Context: an optimization exercise on an open-source flow, tuned for small area, a short achievable clock period and few clock cycles. The choices shown serve that exercise and are no tape-out recipe.
The RTL was checked by simulation tests, not by an equivalence proof against the original design.
Power and IR drop assume default switching activity.

==> flow/design.v <==
package fpa_pkg;
	localparam bit CUT_A   = 1'b1;    
	localparam bit CUT_B   = 1'b0;    
	localparam bit CUT_C   = 1'b0;    
	localparam bit CUT_OUT = 1'b1;    
	localparam int LAT     = CUT_A + CUT_B + CUT_C + CUT_OUT;
	typedef struct packed {
		logic on;      
		logic sign;
		logic ones;    
		logic qbit;    
	} spec_t;
	typedef struct packed {
		spec_t       spec;
		logic        sign;        
		logic        eff_sub;
		logic [7:0]  exp;         
		logic [22:0] big_frac;
		logic [22:0] sml_frac;
		logic [4:0]  shamt;       
		logic        sml_live;    
	} st_a_t;
	typedef struct packed {
		spec_t       spec;
		logic        sign;
		logic [7:0]  exp;
		logic [27:0] sum;         
	} st_b_t;
	typedef struct packed {
		spec_t       spec;
		logic        sign;
		logic        zero;        
		logic signed [9:0] exp;   
		logic [26:0] norm;        
	} st_c_t;
endpackage
`timescale 1ns/1ps
module fpa_classify (
	input  logic [31:0]     i_a,
	input  logic [31:0]     i_b,
	output fpa_pkg::st_a_t  o_st
);
	logic [7:0] ea;
	logic [7:0] eb;
	logic       a_zero;
	logic       b_zero;
	logic       a_ones;
	logic       b_ones;
	logic       a_nan;
	logic       b_nan;
	logic       a_inf;
	logic       b_inf;
	logic       nan_res;
	logic       a_ge_b;
	logic [8:0] d_ab;
	logic [8:0] d_ba;
	logic [7:0] e_dist;
	assign ea = i_a[30:23];
	assign eb = i_b[30:23];
	assign a_zero = ~|ea;
	assign b_zero = ~|eb;
	assign a_ones = &ea;
	assign b_ones = &eb;
	assign a_nan  = a_ones & |i_a[22:0];
	assign b_nan  = b_ones & |i_b[22:0];
	assign a_inf  = a_ones & ~|i_a[22:0];
	assign b_inf  = b_ones & ~|i_b[22:0];
	assign nan_res = a_nan | b_nan | (a_inf & b_inf & (i_a[31] ^ i_b[31]));
	always_comb begin
		o_st.spec.on   = nan_res | a_inf | b_inf | (a_zero & b_zero);
		o_st.spec.ones = nan_res | a_inf | b_inf;
		o_st.spec.qbit = nan_res;
		if (nan_res)
			o_st.spec.sign = 1'b0;
		else if (a_inf)
			o_st.spec.sign = i_a[31];
		else if (b_inf)
			o_st.spec.sign = i_b[31];
		else
			o_st.spec.sign = i_a[31] & i_b[31];    
	end
	assign a_ge_b = i_a[30:0] >= i_b[30:0];
	assign o_st.sign     = a_ge_b ? i_a[31] : i_b[31];
	assign o_st.exp      = a_ge_b ? ea : eb;
	assign o_st.big_frac = a_ge_b ? i_a[22:0] : i_b[22:0];
	assign o_st.sml_frac = a_ge_b ? i_b[22:0] : i_a[22:0];
	assign o_st.eff_sub  = i_a[31] ^ i_b[31];
	assign d_ab = {1'b0, ea} - {1'b0, eb};
	assign d_ba = {1'b0, eb} - {1'b0, ea};
	assign e_dist = d_ab[8] ? d_ba[7:0] : d_ab[7:0];
	assign o_st.sml_live = ~(a_zero | b_zero);
	assign o_st.shamt    = (a_zero | b_zero | (e_dist > 8'd27)) ? 5'd27 : e_dist[4:0];
endmodule
`timescale 1ns/1ps
module fpa_align_add (
	input  fpa_pkg::st_a_t  i_st,
	output fpa_pkg::st_b_t  o_st
);
	logic [23:0] sml_m;
	logic [26:0] shifted;
	logic        sticky;
	logic [27:0] big_ext;
	logic [27:0] sml_al;
	assign sml_m   = {1'b1, i_st.sml_frac};
	assign shifted = {sml_m, 3'b000} >> i_st.shamt;
	always_comb begin
		sticky = 1'b0;
		for (int i = 0; i < 24; i++) begin
			if (i_st.shamt > 5'(i + 3)) sticky = sticky | sml_m[i];
		end
	end
	assign sml_al  = {1'b0, shifted[26:1], (shifted[0] | sticky) & i_st.sml_live};
	assign big_ext = {2'b01, i_st.big_frac, 3'b000};
	assign o_st.sum  = i_st.eff_sub ? (big_ext - sml_al) : (big_ext + sml_al);
	assign o_st.spec = i_st.spec;
	assign o_st.sign = i_st.sign;
	assign o_st.exp  = i_st.exp;
endmodule
`timescale 1ns/1ps
module fpa_normalize (
	input  fpa_pkg::st_b_t  i_st,
	output fpa_pkg::st_c_t  o_st
);
	logic [31:0] s0;
	logic [31:0] s1;
	logic [31:0] s2;
	logic [31:0] s3;
	logic [31:0] s4;
	logic [31:0] s5;
	logic [4:0]  lz;
	assign s0    = {i_st.sum, 4'b0000};
	assign lz[4] = ~|s0[31:16];
	assign s1    = lz[4] ? {s0[15:0], 16'h0} : s0;
	assign lz[3] = ~|s1[31:24];
	assign s2    = lz[3] ? {s1[23:0], 8'h0} : s1;
	assign lz[2] = ~|s2[31:28];
	assign s3    = lz[2] ? {s2[27:0], 4'h0} : s2;
	assign lz[1] = ~|s3[31:30];
	assign s4    = lz[1] ? {s3[29:0], 2'h0} : s3;
	assign lz[0] = ~s4[31];
	assign s5    = lz[0] ? {s4[30:0], 1'h0} : s4;
	assign o_st.norm = {s5[31:6], s5[5] | s5[4]};
	assign o_st.exp  = $signed({2'b00, i_st.exp}) + 10'sd1 - $signed({5'b00000, lz});
	assign o_st.zero = ~|i_st.sum;
	assign o_st.spec = i_st.spec;
	assign o_st.sign = i_st.sign;
endmodule
`timescale 1ns/1ps
module fpa_special (
	input  fpa_pkg::st_c_t  i_st,
	output logic [31:0]     o_result
);
	logic        round_inc;
	logic [24:0] rounded;
	logic signed [9:0] exp_r;
	assign round_inc = i_st.norm[2] & (i_st.norm[1] | i_st.norm[0] | i_st.norm[3]);
	assign rounded   = {1'b0, i_st.norm[26:3]} + 25'(round_inc);
	assign exp_r = i_st.exp + $signed({9'b0, rounded[24]});
	always_comb begin
		if (i_st.spec.on)
			o_result = {i_st.spec.sign, {8{i_st.spec.ones}}, i_st.spec.qbit, 22'h0};
		else if (i_st.zero)
			o_result = 32'h0;                               
		else if (exp_r <= 0)
			o_result = {i_st.sign, 31'h0};                  
		else if (exp_r >= 10'sd255)
			o_result = {i_st.sign, 8'hFF, 23'h0};           
		else
			o_result = {i_st.sign, exp_r[7:0], rounded[22:0]};
	end
endmodule
`timescale 1ns/1ps
module fpa_adder (
	input  logic           i_clk,
	input  logic           i_arst_n,
	input  logic           i_valid,
	input  logic [31:0]    i_a,
	input  logic [31:0]    i_b,
	output logic           o_valid,
	output logic [31:0]    o_result
);
	fpa_pkg::st_a_t  st_a_d;
	fpa_pkg::st_a_t  st_a_q;
	fpa_pkg::st_b_t  st_b_d;
	fpa_pkg::st_b_t  st_b_q;
	fpa_pkg::st_c_t  st_c_d;
	fpa_pkg::st_c_t  st_c_q;
	logic [31:0]     res_d;
	logic [fpa_pkg::LAT-1:0] vld;
	fpa_classify  u_classify  (.i_a(i_a), .i_b(i_b), .o_st(st_a_d));
	fpa_align_add u_align_add (.i_st(st_a_q), .o_st(st_b_d));
	fpa_normalize u_normalize (.i_st(st_b_q), .o_st(st_c_d));
	fpa_special   u_special   (.i_st(st_c_q), .o_result(res_d));
	generate
		if (fpa_pkg::CUT_A) begin : g_cut_a
			always_ff @(posedge i_clk) st_a_q <= st_a_d;
		end else begin : g_pass_a
			assign st_a_q = st_a_d;
		end
		if (fpa_pkg::CUT_B) begin : g_cut_b
			always_ff @(posedge i_clk) st_b_q <= st_b_d;
		end else begin : g_pass_b
			assign st_b_q = st_b_d;
		end
		if (fpa_pkg::CUT_C) begin : g_cut_c
			always_ff @(posedge i_clk) st_c_q <= st_c_d;
		end else begin : g_pass_c
			assign st_c_q = st_c_d;
		end
		if (fpa_pkg::CUT_OUT) begin : g_cut_out
			always_ff @(posedge i_clk) o_result <= res_d;
		end else begin : g_pass_out
			assign o_result = res_d;
		end
	endgenerate
	always_ff @(posedge i_clk or negedge i_arst_n) begin
		if (!i_arst_n)
			vld <= '0;
		else
			vld <= fpa_pkg::LAT'({vld, i_valid});
	end
	assign o_valid = vld[fpa_pkg::LAT-1];
endmodule
==> flow/run.sh <==
#!/bin/bash
# synth_recipe.tcl (not shown) runs the flow's synth.tcl, then flattens the netlist and writes it again
# the make line also repeats each setting of config.mk as NAME=value (left out here)
make -C /OpenROAD-flow-scripts/flow DESIGN_CONFIG=/design/flow/config.mk WORK_HOME=/design/flow/orfs CLKGATE_MAP_FILE= SYNTH_SCRIPT=/design/flow/synth_recipe.tcl finish
==> flow/config.mk <==
export PLATFORM = sky130hd
export DESIGN_NAME = fpa_adder
export DESIGN_NICKNAME = fpa_adder
export VERILOG_FILES = /design/flow/design.v
export SDC_FILE = /design/flow/constraint.sdc
export NUM_CORES = 4
export LEC_CHECK = 0
export ABC_AREA = 1
export CAP_MARGIN = 20
export CORE_MARGIN = 2
export CORE_UTILIZATION = 40
export SLEW_MARGIN = 20
==> flow/constraint.sdc <==
create_clock -name core_clock -period 17.0 [get_ports {i_clk}]
set_input_delay 3.4000 -clock core_clock [delete_from_list [all_inputs] [get_ports {i_clk}]]
set_output_delay 3.4000 -clock core_clock [all_outputs]
set_load 0.01 [all_outputs]
==> results of run 1 <==
worst min-delay path by stage:
stage	startpoint	end	slack [ns]	cells after the start
after floorplan	vld[0]$_DFF_PN0_	vld[1]$_DFF_PN0_	0.33	0
after global placement	vld[0]$_DFF_PN0_	vld[1]$_DFF_PN0_	0.34	0
after detailed placement	vld[0]$_DFF_PN0_	vld[1]$_DFF_PN0_	0.34	0
after CTS	vld[0]$_DFF_PN0_	vld[1]$_DFF_PN0_	0.35	0
after global routing	vld[0]$_DFF_PN0_	vld[1]$_DFF_PN0_	0.37	0
final	vld[0]$_DFF_PN0_	vld[1]$_DFF_PN0_	0.35	0
cell usage in the layout, fill, tap and decap left out, drive strengths merged, types with 9 or more instances in the layout:
cell	netlist	routed
nand4	34	34
inv	309	311
nor4	17	17
clkbuf	25	10
dfxtp	98	98
a21oi	124	124
nor3	25	25
or2	9	9
clkdlybuf4s50	0	99
a21boi	9	9
xor2	24	24
a31oi	13	13
nand3	307	307
nor2	199	199
ha	102	102
o21ai	159	159
o21a	12	12
nand2	629	629
per-layer routing:
metal | vias up | routed length, um | global-route usage
li1 | 7352 | - | -
met1 | 6631 | 20500 | 0.372
met2 | 643 | 20000 | 0.433
met3 | 70 | 3530 | 0.0344
met4 | 0 | 1220 | 0.0800
met5 | - | 0 | 0
where the power goes:
part,total (mW),switching (mW),internal [mW]
Sequential,0.322,0.0318,0.290
Clock,0.213,0.0970,0.116
Combinational,1.13,0.755,0.378
Total,1.67,0.884,0.784
cells by family after synthesis:
logic type	after synthesis
and+or+nand+nor	1239
buffers and inverters	387
AOI/OAI and AO/OA	358
adders and majority gates	106
DFF	100
xor gates and xnor gates	28
muxes	1
final cells by class:
class,count,share of cell area
inverters,310,0.0824
repair buffers,105,0.0729
clock inverters,6,0.00502
flip-flops and latches,100,0.142
well taps,402,0.0354
multi-input cells,1732,0.647
clock buffers,10,0.0161
stage by stage:
stage | hold WS (ns) | util | cells | setup WS (ns)
finish | 0.348 | 0.449 | 2665 | 4.89
global route | 0.369 | 0.449 | 2665 | 3.59
CTS | 0.353 | 0.449 | 2665 | 5.08
detailed placement | 0.336 | 0.440 | 2649 | 5.11
global placement | 0.336 | 0.440 | 2649 | 5.50
floorplan | 0.331 | - | 2219 | 8.09
critical path, delay by kind of cell (launching register included):
kind | cells | cell delay [ns]
AOI/OAI and AO/OA | 16 | 3.09
xor gates and xnor gates | 1 | 0.23
adders and majority gates | 5 | 1.49
buffers and inverters | 9 | 1.98
DFF | 1 | 0.31
and+or+nand+nor | 32 | 4.83
Yosys cell counts (21+ instances only):
master	instances	area share
nand2_1	602	0.18
nand3_1	296	0.12
inv_1	293	0.086
nor2_1	170	0.050
o21ai_0	137	0.053
a21oi_1	123	0.048
ha_1	102	0.099
dfxtp_1	98	0.15
nand4_1	34	0.017
clkbuf_1	25	0.0073
nor3_1	25	0.0097
xor2_1	24	0.016
buf_2	21	0.0082
nand2_2	21	0.010
o21ai_1	21	0.0082
sequential cells by signal (all words and copies together) (netlist names):
| register | flops |
|---|---|
| o_result | 32 |
| vld | 2 |
| st_a_q | 66 |
==> results.py, run 1 <==
metrics = {
    "timing": {
        "period_share": 0.712,
        "skew_ns": 0.0115,
        "relSlewSlack": 0.420,
        "finalSetupViolCount": 0,
        "slew_violations": 0,
        "rsz0062_at_grt": "false",
        "fin_crit_ns": 12.11,
        "max_freq_ghz": 0.0826,
        "fin_setup_tns_ns": 0,
        "finalHoldViolCount": 0,
        "tightest_slew_ns": 0.871,
    },
    "place": {
        "dpl-instance-area_um2": 13900,
        "numPortBuffers": 99,
        "gp_congestion": 1.04,
        "place_hpwl_um": 37300,
    },
    "yosys": {
        "ys_dominant_reg_cell": "dfxtp_1",
        "yosys.area_share.simple": 0.434,
        "syn_avg_cell_area_um2": 5.79,
        "syn_area_um2": 12900,
        "mappedNetlistNets": 2392,
        "synth_seq_cells": 100,
        "synth_top_family_by_area": "simple AND/OR/NAND/NOR gates",
        "synth-edff-count": 0,
        "synth_xor_area_frac": 0.0191,
        "synthMuxAreaShare": 0.000779,
        "synth_compound_gate_area_share": 0.156,
        "synthArstFlopShare": 0.0200,
        "synthAdderAreaFrac": 0.106,
        "yosysSeqAreaShare": 0.157,
        "yosysWarnings": 11,
        "synth_cell_type_count": 64,
        "synthCells": 2219,
    },
    "routing": {
        "wl_per_cell_um": 17.0,
        "via_per_inst": 5.51,
        "drt_iter0_markers": 1496,
        "wl_um": 45300,
        "dr.pass1.iters": 6,
        "postRouteAntennaNets": 0,
        "drc_errors": 0,
        "vias": 14700,
    },
    "finish": {
        "register_area_um2": 2010,
        "multi_input_area_um2": 9190,
        "num_antenna_cells": 0,
        "syn2layout_area_growth_pct": 10.6,
        "fill_cells": 3421,
        "drive_above_1_share": 0.0513,
        "nets": 2431,
        "final_area_um2": 14200,
    },
    "global_route": {
        "grt_pass1_vias": 13700,
        "grt_overflow": 0,
        "track_usage": 0.268,
        "grt_pass1_wl_um": 71700,
        "grt_max_degree": 111,
        "grt_antenna_before_repair": 0,
    },
    "floorplan": {
        "row_count": 65,
        "pin_count": 100,
        "core_um2": 31600,
        "die_w_um": 183,
        "initial_core_util": 0.406,
        "die_area_um2": 33600,
        "die_y_um": 183,
    },
    "setup_path": {
        "worstPathRequired_ns": 17.29,
        "startpoint": "st_a_q[1]$_SDFF_PP1_",
        "cp_common_cell": "nand2_1",
        "slowest_delay_ns": 0.47,
        "cpMaxStageDelayCell": "inv_1",
        "cp.arrival_ns": 12.40,
        "r2r_start": "st_a_q[1]$_SDFF_PP1_",
        "r2r_end": "o_result[9]$_SDFF_PP0_",
        "cp-start-kind": "register",
        "crit_type": "reg -> reg",
        "endpoint": "o_result[9]$_SDFF_PP0_",
        "r2r_slack_ns": 4.89,
        "r2r_cells": 63,
        "cp_max_fo": 43,
        "cp-end-kind": "register",
    },
    "clock_tree": {
        "cts_buffers": 9,
        "cts_tree": "built",
        "cts.clk_slew.worst_paths_ns": 0.07,
        "cts-htree-levels": 3,
        "cts_setup_buffers": 0,
        "postCtsHoldBufs": 0,
        "clock-sinks": 100,
        "cts_resized": 0,
        "insertion_delay_ns": 0.36,
        "clock_path_buffers": 2,
        "clk_root_buffer_cell": "clkbuf_16",
    },
    "min_path": {
        "hp-class": "reg -> reg",
    },
    "power_and_ir_drop": {
        "power.leakage_nw": 7.10,
        "ir_worst_vdd_uv": 49.6,
        "p_per_area_nw_per_um2": 117,
        "p_total_mw": 1.67,
    },
    "flow_run": {
        "drv_cap": 0,
    },
    "outcome": {
        "status": "finished clean",
    },
}
Testbench counts, summed over its fixed seeds: cycles 12,008.
==> run 2, diff against run 1 <==
--- a/flow/design.v
+++ b/flow/design.v
@@ -1,9 +1,10 @@
 package fpa_pkg;
+	localparam bit CUT_IN  = 1'b1;    
 	localparam bit CUT_A   = 1'b1;    
-	localparam bit CUT_B   = 1'b0;    
-	localparam bit CUT_C   = 1'b0;    
+	localparam bit CUT_B   = 1'b1;    
+	localparam bit CUT_C   = 1'b1;    
 	localparam bit CUT_OUT = 1'b1;    
-	localparam int LAT     = CUT_A + CUT_B + CUT_C + CUT_OUT;
+	localparam int LAT     = CUT_IN + CUT_A + CUT_B + CUT_C + CUT_OUT;
 	typedef struct packed {
 		logic on;      
 		logic sign;
@@ -111,7 +112,7 @@
 	end
 	assign sml_al  = {1'b0, shifted[26:1], (shifted[0] | sticky) & i_st.sml_live};
 	assign big_ext = {2'b01, i_st.big_frac, 3'b000};
-	assign o_st.sum  = i_st.eff_sub ? (big_ext - sml_al) : (big_ext + sml_al);
+	assign o_st.sum  = big_ext + (sml_al ^ {28{i_st.eff_sub}}) + 28'(i_st.eff_sub);
 	assign o_st.spec = i_st.spec;
 	assign o_st.sign = i_st.sign;
 	assign o_st.exp  = i_st.exp;
@@ -179,6 +180,8 @@
 	output logic           o_valid,
 	output logic [31:0]    o_result
 );
+	logic [31:0]     op_a;
+	logic [31:0]     op_b;
 	fpa_pkg::st_a_t  st_a_d;
 	fpa_pkg::st_a_t  st_a_q;
 	fpa_pkg::st_b_t  st_b_d;
@@ -187,11 +190,20 @@
 	fpa_pkg::st_c_t  st_c_q;
 	logic [31:0]     res_d;
 	logic [fpa_pkg::LAT-1:0] vld;
-	fpa_classify  u_classify  (.i_a(i_a), .i_b(i_b), .o_st(st_a_d));
+	fpa_classify  u_classify  (.i_a(op_a), .i_b(op_b), .o_st(st_a_d));
 	fpa_align_add u_align_add (.i_st(st_a_q), .o_st(st_b_d));
 	fpa_normalize u_normalize (.i_st(st_b_q), .o_st(st_c_d));
 	fpa_special   u_special   (.i_st(st_c_q), .o_result(res_d));
 	generate
+		if (fpa_pkg::CUT_IN) begin : g_cut_in
+			always_ff @(posedge i_clk) begin
+				op_a <= i_a;
+				op_b <= i_b;
+			end
+		end else begin : g_pass_in
+			assign op_a = i_a;
+			assign op_b = i_b;
+		end
 		if (fpa_pkg::CUT_A) begin : g_cut_a
 			always_ff @(posedge i_clk) st_a_q <= st_a_d;
 		end else begin : g_pass_a
==> results.py, run 2 <==
metrics = {
    "setup_path": {
        "r2r_slack_ns": 11.93,
        "slowest_delay_ns": 0.58,
        "cpMaxStageDelayCell": "nand3_1",
        "cp_max_fo": 23,
        "cp-start-kind": "register",
        "cp_common_cell": "nand3_1",
        "crit_chain": "nand2_1, inv_1, ha_1, nand2_1, nor3_1, nand3_1, nor3_1, nand3_1, nor4_1, and3_1, and3_1, nand3_1, nor2_1, ha_1, ha_1, nand3_1, nand3b_1, nand3b_1, xor2_1, o31ai_1, nand2_1, nand3_1, a211oi_1",
        "cp.arrival_ns": 5.49,
        "r2r_end": "o_result[0]$_SDFF_PP0_",
        "crit_type": "reg -> reg",
        "r2r_start": "st_c_q[2]$_DFF_P_",
        "r2r_cells": 23,
        "worstPathRequired_ns": 17.43,
        "cp-end-kind": "register",
    },
    "yosys": {
        "synth.most_common_cell": "nand2_1",
        "yosysWarnings": 11,
        "yosysTopAreaCell": "dfxtp_1",
        "synth_seq_cells": 251,
        "synth-edff-count": 0,
        "syn_avg_cell_area_um2": 7.04,
        "synthArstFlopShare": 0.0199,
        "mappedNetlistNets": 2132,
        "syn_area_um2": 14000,
        "synth_cell_type_count": 58,
        "synth_common_cells": "nand2_1 (506), inv_1 (278), dfxtp_1 (246), o21ai_0 (165), nor2_1 (140)",
        "synth_top_area_frac": 0.351,
        "synthCells": 1989,
        "ys_dominant_reg_cell": "dfxtp_1",
        "yosysSeqAreaShare": 0.360,
        "yosys-top-cells-area": "dfxtp_1 (35%), nand2_1 (14%), inv_1 (7.4%), ha_1 (6.5%), o21ai_0 (5.9%)",
    },
    "timing": {
        "slew_violations": 0,
        "relSlewSlack": 0.420,
        "fin_hold_ws_ns": 0.325,
        "tightest_slew_ns": 0.867,
        "setup_ws_ns": 11.93,
        "max_freq_ghz": 0.197,
        "fin_setup_tns_ns": 0,
        "period_share": 0.298,
        "rsz0062_at_grt": "false",
        "fin_crit_ns": 5.07,
        "finalSetupViolCount": 0,
        "skew_ns": 0.0321,
        "finalHoldViolCount": 0,
    },
    "global_route": {
        "grt_use_met1": 0.279,
        "grt_pass1_vias": 12100,
        "track_usage": 0.209,
        "busiest_layer": "met2",
        "met3_usage": 0.0235,
        "met2_usage": 0.351,
        "grt_overflow": 0,
        "grt_antenna_before_repair": 1,
        "grt_max_degree": 83,
        "grt_pass1_wl_um": 61200,
    },
    "floorplan": {
        "pin_count": 100,
        "die_area_um2": 36500,
        "initial_core_util": 0.406,
        "die_y_um": 191,
        "row_count": 68,
        "core_um2": 34500,
        "die_w_um": 191,
    },
    "min_path": {
        "hold_depth": 0,
        "hp-start": "st_b_q[36]$_DFF_P_",
        "hp-class": "reg -> reg",
        "holdPathEnd": "st_c_q[38]$_DFF_P_",
    },
    "finish": {
        "reg.largest.list": "st_a_q: 66 flops, st_c_q: 43 flops, st_b_q: 41 flops",
        "multi_input_area_um2": 7540,
        "largest_register": "st_a_q",
        "num_antenna_cells": 0,
        "syn2layout_area_growth_pct": 15.6,
        "final_common_cell": "nand2_1",
        "drive_above_1_share": 0.0610,
        "largest_reg_flops": 66,
        "nets": 2204,
        "register_area_um2": 5050,
        "fill_cells": 3589,
        "layout.cells.most_common_list": "nand2_1 (506), inv_1 (278), dfxtp_1 (246)",
    },
    "routing": {
        "via_per_inst": 4.93,
        "vias": 12500,
        "wl_um": 37400,
        "wl_per_cell_um": 14.7,
        "drt_iter0_markers": 750,
        "drc_errors": 0,
        "postRouteAntennaNets": 0,
        "dr.pass1.iters": 5,
    },
    "flow_run": {
        "drv_cap": 0,
    },
    "power_and_ir_drop": {
        "p_total_mw": 2.45,
        "power.leakage_nw": 7.84,
        "ir_worst_vdd_uv": 93.8,
        "p_per_area_nw_per_um2": 151,
    },
    "outcome": {
        "status": "finished clean",
    },
    "place": {
        "pre_cts_slack_ns": 11.91,
        "place_hpwl_um": 30200,
        "gp_congestion": 0.961,
        "numPortBuffers": 99,
    },
    "clock_tree": {
        "cts_resized": 0,
        "clk_root_buffer_cell": "clkbuf_16",
        "insertion_delay_ns": 0.57,
        "cts_setup_buffers": 0,
        "cts_tree": "built",
        "clock_path_buffers": 3,
        "cts.clk_slew.worst_paths_ns": 0.06,
        "cts-htree-levels": 1,
        "postCtsHoldBufs": 0,
        "cts_buffers": 28,
        "clock-sinks": 251,
    },
}
==> run 2: cell count changes after synthesis, moves of 15 or more <==
cell     previous run  this run
nor2_1            170       140
nor2_2             19         4
a21oi_1           123        93
o21ai_2             1        21
nand2_1           602       506
nand3_1           296       110
o21ai_0           137       165
dfxtp_1            98       246
ha_1              102        73
inv_1             293       278
xor2_1             24        70
==> run 2: how the worst max path moves through the flow <==
stage | from | to | slack [ns] | cells after the start
6_report | st_c_q[2]$_DFF_P_ | o_result[0]$_SDFF_PP0_ | 11.93 | 23
5_1_grt | st_c_q[2]$_DFF_P_ | o_result[14]$_SDFF_PP0_ | 11.23 | 23
4_1_cts | st_c_q[2]$_DFF_P_ | o_result[0]$_SDFF_PP0_ | 11.86 | 23
3_5_place_dp | st_c_q[2]$_DFF_P_ | o_result[0]$_SDFF_PP0_ | 11.91 | 23
3_3_place_gp | st_c_q[3]$_DFF_P_ | o_result[22]$_DFF_P_ | 12.03 | 23
2_1_floorplan | st_c_q[3]$_DFF_P_ | o_result[0]$_SDFF_PP0_ | 12.93 | 25
==> run 2: logic make-up after synthesis <==
group / count (synthesis) / share of synthesized area
mux: 5 / 0.00357
fa+ha+maj: 76 / 0.0695
simple gates: 881 / 0.274
compound gates: 350 / 0.141
xor+xnor: 79 / 0.0494
flops: 251 / 0.360
buf+inv: 347 / 0.102
==> run 2: cell type report <==
cell class / count / area share
well taps: 455 / 0.0352
inverters: 284 / 0.0663
flip-flops and latches: 251 / 0.312
clock inverters: 14 / 0.00873
clock buffers: 36 / 0.0483
multi-input cells: 1391 / 0.466
repair buffers: 105 / 0.0640
==> run 2: through the flow <==
stage / utilization / area [um2] / cells
final: 0.469 / 16200 / 2536
after global routing: 0.469 / 16200 / 2536
after CTS: 0.469 / 16200 / 2536
after detailed placement: 0.442 / 15300 / 2486
after global placement: 0.442 / 15300 / 2486
after floorplan: - / 14000 / 1989
==> run 2: critical path: cells and delay by family, from the launching register on <==
| family | cells | cell delay (ns) |
|---|---|---|
| buffers and inverters | 1 | 0.08 |
| flip-flops | 1 | 0.32 |
| AND/OR/NAND/NOR | 16 | 3.17 |
| AO/OA/AOI/OAI | 2 | 0.56 |
| adder cells (fa/ha/maj) | 3 | 0.63 |
| XOR/XNOR | 1 | 0.19 |
==> run 2: where the power goes <==
group	total, mW	internal [mW]	switching, mW
combinational	1.03	0.375	0.653
clock	0.599	0.355	0.244
sequential	0.826	0.739	0.0869
total	2.45	1.47	0.983
==> run 2: routing by layer <==
metal	vias up	wire (um)
met4	0	1070
met3	66	1810
li1	6534	-
met5	-	0
met1	5570	17500
met2	324	16900
Testbench counts of run 2, summed over its fixed seeds: cycles 12,032.

## static timing again, ports no longer ideal
In the flow no input, the clock included, has a driving cell. The finished layouts below were timed again as built, in two steps.
Step 1, drivers: a clkbuf_16 drives i_clk and a buf_2 each remaining input, both assumed.
Step 2 adds t to the input delays and takes it off the output delays; t is the mean of the earliest and latest rising clock arrival at the registers after step 1. Input paths then give back, and output paths get back, about the clock's delay inside the block.
Three values: ideal ports, drivers, drivers and shift; two values: the first two.
run	t (ns)	slack for setup (ns)	clock arrival spread, ns
run 1	0.406	4.890 / 4.890 / 4.890	0.012 / 0.011
run 2	0.602	11.934 / 11.934 / 11.934	0.032 / 0.032
After both steps every run listed still meets setup and hold.
